Background: an optimization exercise with open tools, aiming at small area, a short achievable clock period and few clock cycles per item. Do not read the settings as production practice. Where RTL was checked, it was by simulation tests only, not by an equivalence proof against the original. For run 2, only the layout was checked, not whether the RTL still works.

## flow/design.v (module list and top-level ports; edited modules follow where they fit)
// module pe_requant: 1203 lines
// module pe_requant_fa: 10 lines
// module pe_requant_ha: 9 lines
module pe_requant #(
    parameter int ACC_W  = 32,
    parameter int MULT_W = 16,
    parameter int CNT_W  = 16
) (
    input  logic              clk,
    input  logic              rst_n,
    input  logic              in_valid,
    output logic              in_ready,
    input  logic [ACC_W-1:0]  in_acc,
    input  logic [ACC_W-1:0]  in_bias,
    input  logic              in_last,
    output logic              out_valid,
    input  logic              out_ready,
    output logic [7:0]        out_data,
    output logic              out_last,
    input  logic              cfg_we,
    input  logic [MULT_W-1:0] cfg_mult,
    input  logic [4:0]        cfg_shift,
    input  logic [7:0]        cfg_zp,
    output logic              busy,
    output logic [CNT_W-1:0]  out_count
);
  // ...
==> flow/flow/run.sh <==
#!/bin/bash
# Standard layout, with plain buffers (not delay buffers) on the ports, a clock
# tree without dummy loads, and timing repair aimed at a larger setup margin.
export BUFFER_PORTS_ARGS="-buffer_cell sky130_fd_sc_hd__buf_1"
export CTS_ARGS="-sink_clustering_enable -repair_clock_nets -dont_use_dummy_load -sink_clustering_size 24 -sink_clustering_max_diameter 90 -buf_list {sky130_fd_sc_hd__clkbuf_8 sky130_fd_sc_hd__clkbuf_16}"
sed 's/SETUP_SLACK_MARGIN=[0-9.]*/SETUP_SLACK_MARGIN=5.2/' standard.sh > standard_margin.sh
bash standard_margin.sh > standard.log 2>&1
==> flow/standard.sh <==
#!/bin/bash
# synth_recipe.tcl (not shown) runs the flow's synth.tcl, then flattens the netlist and writes it again
# the make line also repeats each setting of config.mk as NAME=value (left out here)
make -C /OpenROAD-flow-scripts/flow DESIGN_CONFIG=/design/flow/config.mk WORK_HOME=/design/flow/orfs CLKGATE_MAP_FILE= SYNTH_SCRIPT=/design/flow/synth_recipe.tcl "${@:-finish}"
==> flow/config.mk <==
export PLATFORM = sky130hd
export DESIGN_NAME = pe_requant
export DESIGN_NICKNAME = pe_requant
export VERILOG_FILES = /design/flow/design.v
export SDC_FILE = /design/flow/constraint.sdc
export NUM_CORES = 4
export LEC_CHECK = 0
export ABC_CLOCK_PERIOD_IN_PS = 4400
export CAP_MARGIN = 20
export CORE_MARGIN = 2
export CORE_UTILIZATION = 55
export CTS_BUF_LIST = sky130_fd_sc_hd__clkbuf_4 sky130_fd_sc_hd__clkbuf_8
export CTS_CLUSTER_SIZE = 30
export SETUP_SLACK_MARGIN = 5.0
export SLEW_MARGIN = 20
export SYNTH_HIERARCHICAL = 1
export SYNTH_MINIMUM_KEEP_SIZE = 0
==> flow/constraint.sdc <==
create_clock -name core_clock -period 9.0 [get_ports {clk}]
set_input_delay 1.8000 -clock core_clock [delete_from_list [all_inputs] [get_ports {clk}]]
set_output_delay 1.8000 -clock core_clock [all_outputs]
set_load 0.01 [all_outputs]
==> impl_metrics.json, run 1 <==
{
  "setup_violations": 0,
  "dp.cells": 2895,
  "cp-start-kind": "input port",
  "yosysMostFrequentCell": "xnor2_1",
  "cts_sinks": 251,
  "syn_to_final_growth_pct": 7.267,
  "die_h_um": 208.7,
  "io_pins": 127,
  "hold_depth": 0,
  "ys_warn_count": 10,
  "tritoncts": "built",
  "run_status": "timing/DRC/antenna clean",
  "syn_avg_cell_area_um2": 9.495,
  "grtUsageMet1": 0.4123,
  "postRouteAntennaNets": 0,
  "cp.depth": 3,
  "grt_max_degree": 66,
  "multi_input_area_um2": 17000,
  "place_ws_ns": 4.550,
  "cp_cell_sequence": "buf_6 -> nand2b_4 -> buf_6",
  "antenna_found_initial": 2,
  "drive_gt1_frac": 0.08518,
  "grt_pass1_wl_um": 106500,
  "grt_pass1_vias": 19460,
  "final_common_cell": "xnor2_1"
}
Testbench counts, summed over its fixed seeds: cycles 11,268, items 10,948.
==> run 2, diff against run 1 <==
--- a/flow/design.v
+++ b/flow/design.v
@@ -1080,62 +1080,61 @@
         sgn    = p[W-1];
         z_fix  = ~|p[48:39];
         o_fix  = &p[48:39];
         z_vlo  = ~|(p[23:8] & hmask[15:0]);
         o_vlo  = &(p[23:8] | ~hmask[15:0]);
         z_vhi  = ~|(p[38:24] & hmask[30:16]);
         o_vhi  = &(p[38:24] | ~hmask[30:16]);
     end
-    logic       r3_last, r3_sgn, r3_zfix, r3_ofix, r3_zvlo, r3_ovlo, r3_zvhi, r3_ovhi;
+    logic       r3_last, r3_sgn, r3_z, r3_o;
     logic [9:0] r3_win;
     always_ff @(posedge clk) begin
         r3_last <= s2_last;
         r3_sgn  <= sgn;
-        r3_zfix <= z_fix;
-        r3_ofix <= o_fix;
-        r3_zvlo <= z_vlo;
-        r3_ovlo <= o_vlo;
-        r3_zvhi <= z_vhi;
-        r3_ovhi <= o_vhi;
+        r3_z    <= z_fix && z_vlo && z_vhi;
+        r3_o    <= o_fix && o_vlo && o_vhi;
         r3_win  <= win;
     end
     logic signed [9:0] v;
     logic [7:0]        res;
     logic [8:0]        r3_dat;            
     always_comb begin
         v = $signed({r3_win[9], r3_win[9:1]}) + $signed({9'd0, r3_win[0]})
           + $signed({2'b00, cfg_zp_q});
-        if (!((r3_zfix && r3_zvlo && r3_zvhi) || (r3_ofix && r3_ovlo && r3_ovhi)))
+        if (!(r3_z || r3_o))
                                 res = r3_sgn ? 8'd0 : 8'd255;
         else if (v[9])          res = 8'd0;
         else if (v[8])          res = 8'd255;
         else                    res = v[7:0];
     end
     assign r3_dat = {r3_last, res};
-    logic [NH-1:0] h_vld, nh_vld;
+    logic [NH-1:0] h_vld;                 
     logic [8:0]    h_dat [NH];
-    assign out_valid = h_vld[0];
-    assign out_data  = h_dat[0][7:0];
-    assign out_last  = h_dat[0][8];
-    assign pop       = h_vld[0] && out_ready;
-    always_comb begin
-        if (r3_vld && !pop)      nh_vld = {h_vld[NH-2:0], 1'b1};
-        else if (!r3_vld && pop) nh_vld = {1'b0, h_vld[NH-1:1]};
-        else                     nh_vld = h_vld;
-    end
+    logic [1:0]    h_wp, h_rp;
+    assign out_valid = h_vld[h_rp];
+    assign out_data  = h_dat[h_rp][7:0];
+    assign out_last  = h_dat[h_rp][8];
+    assign pop       = out_valid && out_ready;
     always_ff @(posedge clk) begin
-        for (int k = 0; k < NH; k++) begin
-            if (pop) begin
-                if (k < NH - 1 && h_vld[k+1]) h_dat[k] <= h_dat[k+1];
-                else                          h_dat[k] <= r3_dat;
-            end else begin
-                if (h_vld[k])                 h_dat[k] <= h_dat[k];
-                else                          h_dat[k] <= r3_dat;
+        for (int k = 0; k < NH; k++)
+            if (r3_vld && h_wp == 2'(k)) h_dat[k] <= r3_dat;
+    end
+    always_ff @(posedge clk or negedge rst_n) begin
+        if (!rst_n) begin
+            h_vld <= '0;
+            h_wp  <= 2'd0;
+            h_rp  <= 2'd0;
+        end else begin
+            for (int k = 0; k < NH; k++) begin
+                if (r3_vld && h_wp == 2'(k))   h_vld[k] <= 1'b1;
+                else if (pop && h_rp == 2'(k)) h_vld[k] <= 1'b0;
             end
+            if (r3_vld) h_wp <= h_wp + 2'd1;
+            if (pop)    h_rp <= h_rp + 2'd1;
         end
     end
     logic [NH-1:0] fl_q, fl_nxt;
     logic          fl_inc, fl_dec;
     assign fl_inc = in_fire && !pop;
     assign fl_dec = pop && !in_fire;
     always_comb begin
         if (fl_inc)      fl_nxt = {fl_q[NH-2:0], 1'b1};
@@ -1144,23 +1143,21 @@
     end
     assign room_q = !fl_q[NH-1];
     assign any_q  = fl_q[0];
     always_ff @(posedge clk or negedge rst_n) begin
         if (!rst_n) begin
             s1_vld <= 1'b0;
             s2_vld <= 1'b0;
             r3_vld <= 1'b0;
-            h_vld  <= '0;
             fl_q   <= '0;
         end else begin
             s1_vld <= in_fire;
             s2_vld <= s1_vld;
             r3_vld <= s2_vld;
-            h_vld  <= nh_vld;
             fl_q   <= fl_nxt;
         end
     end
     logic [17:0] mx;
     logic [NDIG-1:0] bone_n;
     logic [NDIG-2:0] btwo_n, bneg_n;
     assign mx = {2'b00, cfg_mult};
     always_comb begin
==> flow/flow/run.sh (replaced) <==
#!/bin/bash
# Standard layout, with plain buffers (not delay buffers) on the ports and a
# clock tree without dummy loads.
export BUFFER_PORTS_ARGS="-buffer_cell sky130_fd_sc_hd__buf_1"
export CTS_ARGS="-sink_clustering_enable -repair_clock_nets -dont_use_dummy_load -sink_clustering_size 16 -sink_clustering_max_diameter 70 -buf_list {sky130_fd_sc_hd__clkbuf_8}"
bash standard.sh > standard.log 2>&1
==> run 2 against run 1 <==
  * Still clean
  * Synthesized cell count is 1.3% lower
  * Count of clock-buffer cells in the layout is 4 higher
  * Hold slack worse by 0.00094 ns
  * Critical path depth is 16 higher
  * Global-route usage is 1.0 points higher
  * Area after synthesis is 1.3% higher
  * Non-clock buffer count is 15 higher
  * Worst setup slack worse by 0.34 ns
  * Fmax is 8.0% lower
  * Largest cell class unchanged
  * Highest routed layer is now met4
==> impl_metrics.json, run 2 <==
{
  "run_status": "timing/DRC/antenna clean",
  "worstSetupEndpointType": "flop",
  "slowest_stage": "nor4_4",
  "ys_types": 92,
  "rsz0062_at_grt": "true",
  "cp_cell_sequence": "ha_4 -> nand4_1 -> nor4_4 -> o211ai_1 -> a21bo_2 -> nand2_4 -> inv_4 -> fa_2 -> xor2_2 -> o32a_1 -> o221ai_2 -> nor4_4 -> o2111ai_1 -> nor4_1 -> nand4b_1 -> nor3_2 -> nand4_1 -> a2111oi_2 -> and4_1",
  "drt-total-wl_um": 71060,
  "min_to": "r3_last",
  "critPathBufInv": 1,
  "synth_ff_type": "dfxtp_1",
  "dp_hpwl_um": 47910,
  "dp.cells": 2870,
  "final_cell_mix": "xnor2_1 (290), a22oi_1 (260), fa_1 (231), nand2_1 (175), dfxtp_1 (139)",
  "yosysSeqAreaShare": 0.2454,
  "vias_per_cell": 6.487,
  "drv_slew": 0,
  "synthCells": 2396,
  "final-seq-area_um2": 5768,
  "cpPeakStageDelay_ns": 0.37,
  "crit_type": "reg2reg",
  "whs_ns": 0.3338,
  "cts-root-buf": "clkbuf_8",
  "maxCapViolations": 0,
  "timing.final.crit_share": 0.4756,
  "coreArea_um2": 41950,
  "hold_depth": 0,
  "clockBufferDepth": 3,
  "synth_edf_count": 36,
  "overflow": 0,
  "die-area_um2": 44140,
  "multi_input_area_um2": 17040,
  "cp-start-kind": "flop",
  "drive_gt1_frac": 0.09045,
  "top_regs": "s2_x x49, s2_y x48, h_dat x36",
  "ys_top_cells_by_area": "fa_1 (20%), dfxtp_1 (13%), xnor2_1 (11%)",
  "cp_max_fo": 4,
  "final.setup.tns_ns": 0,
  "cts_htree_levels": 1,
  "synth_fp_nets": 2853,
  "top_register": "s2_x",
  "r2r-start": "s2_x[14]",
  "final_hold_viol_count": 0,
  "fill_cells": 3738,
  "cp_top_family": "simple AND/OR/NAND/NOR gates",
  "relSlewSlack": 0.3283,
  "die_w_um": 210.1,
  "final_common_cell": "xnor2_1",
  "layout.cells.non_filler": 2930,
  "path_clk_slew_ns": 0.09,
  "max_freq_mhz": 233.6,
  "nets": 2847,
  "yosysTopAreaCellShare": 0.1988,
  "gp_congestion": 0.9588,
  "ys_warn_count": 9,
  "start_util": 0.5569,
  "drc": 0,
  "largest_reg_flops": 49,
  "die_h_um": 210.1,
  "syn_to_final_growth_pct": 7.171,
  "clk_latency_ns": 0.62,
  "ff2ff_setup_slack_ns": 4.72,
  "io_pins": 127,
  "grt_pass1_wl_um": 109000,
  "tritoncts": "built",
  "async_reset_ff_frac": 0.2749,
  "final.setup.worst_slack_ns": 4.719,
  "yosysMostFrequentCell": "xnor2_1",
  "crit_arrival_ns": 4.80,
  "synth_common_cells": "xnor2_1 (292), a22oi_1 (261), fa_1 (232), clkbuf_1 (186), nand2_1 (177)",
  "grt_util_all_layers": 0.3177,
  "r2r_end": "r3_z",
  "drtPass1Iterations": 6,
  "syn_avg_cell_area_um2": 9.750,
  "yosysTopAreaCell": "fa_1",
  "numCtsBuffers": 23,
  "drt_iter0_drc": 1740,
  "min_path_type": "reg2reg",
  "row_count": 75,
  "port_buffers": 126,
  "wl_per_cell_um": 24.25,
  "hold_start": "s2_last",
  "postRouteAntennaNets": 0,
  "fin_skew_ns": 0.09773,
  "antenna_found_initial": 2,
  "grt_max_degree": 70,
  "syn_area_um2": 23360,
  "tightest_slew_ns": 1.008,
  "fin_crit_ns": 4.281,
  "cp_data_required_time_ns": 9.51,
  "yosys_register_bits": 251,
  "fin_util": 0.5969,
  "setup_violations": 0,
  "grt_pass1_vias": 19482,
  "rr_worst_depth": 19,
  "vias": 19006,
  "cts_hold_buf": 0,
  "place_ws_ns": 3.957,
  "cts_sinks": 251
}
-- run 2: changes by cell type after synthesis, sizes merged, moves of 9 or more --
cell and change:
nor2 -15, o21a +9, a222oi +9, xor2 +13, nand3 +10, a21oi -24
dfxtp -31, inv +11, nor3 +9, edfxtp +27, xnor2 -10, o21ai -22
mux2i +12, o22ai -13
-- run 2: per-layer routing --
layer / share of wire / up-vias / track usage / wire (µm)
met1: 0.41 / 9446 / 0.4167 / 29040
li1: - / 8354 / - / -
met5: 0 / - / 0 / 0
met4: 0.033 / 0 / 0.1154 / 2366
met3: 0.10 / 160 / 0.07703 / 7128
met2: 0.46 / 1046 / 0.5136 / 32530
-- run 2: timing repair --
action,CTS,global route
pin swaps,21,34
buffers inserted,15,19
cloned,0,0
endpoints found under the hold margin,0,0
setup endpoints to repair,22,28
resized for setup,38,65
-- run 2: layout make-up --
| type | instances | share of cell area |
|---|---|---|
| Inverter | 83 | 0.01269 |
| Sequential cell | 251 | 0.2304 |
| Tap cell | 539 | 0.02694 |
| Antenna cell | 3 | 0.0002999 |
| Timing Repair Buffer | 180 | 0.03628 |
| Multi-Input combinational cell | 1851 | 0.6808 |
| Clock buffer | 23 | 0.01264 |
-- run 2: cells by family after synthesis --
kind of cell,count (synthesis),synth area share
compound gates,613,0.1906
mux,39,0.01875
simple gates,497,0.1022
fa+ha+maj,359,0.2667
xor+xnor,343,0.1286
flops,251,0.2454
buf+inv,294,0.04772
-- run 2: Yosys stat by module, one instance, submodules excluded --
module         times used  cell area [µm²]  cells
pe_requant_fa         220            20.02      1
pe_requant              1            18730   2158
pe_requant_ha          18            12.51      1
-- run 2: worst max-delay path by stage --
stage | to | depth (start not counted) | from
after floorplan | r3_z | 19 | s2_x[14]
after detailed placement | r3_z | 19 | s2_x[7]
final | r3_z | 19 | s2_x[14]
after CTS | r3_z | 19 | s2_x[13]
after global placement | r3_z | 19 | s2_x[7]
after global routing | r3_z | 19 | s2_x[13]
-- run 2: per-stage QoR --
stage / instance area (µm²)
floorplan: 23410
global placement: 23930
detailed placement: 23940
CTS: 24570
global route: 25030
finish: 25040

## port drivers added, routing unchanged
No port has a modelled driver above. Below, the same layouts with a new extraction and two added sets of constraints.
Step 1 assumes that a clkbuf_16 drives the clock port and a buf_2 every other input.
Step 2 adds t to the input delays and takes it off the output delays; t is the mean of the earliest and latest rising clock arrival at the registers after step 1. Input paths then give back, and output paths get back, about the clock's delay inside the block.
Slacks: ideal / step 1 / step 2; pairs: ideal / step 1.
run | t, ns | setup slack, ns | hold WS [ns]
run 1 | 0.566 | 5.063 / 5.029 / 4.689 | 0.335 / 0.335 / 0.335
run 2 | 0.627 | 4.719 / 4.719 / 4.514 | 0.334 / 0.334 / 0.334
After both steps setup and hold are still met in every run listed. For run 1, which loses most, drivers alone change the setup slack by -0.034 ns; drivers and shift together by -0.374 ns.
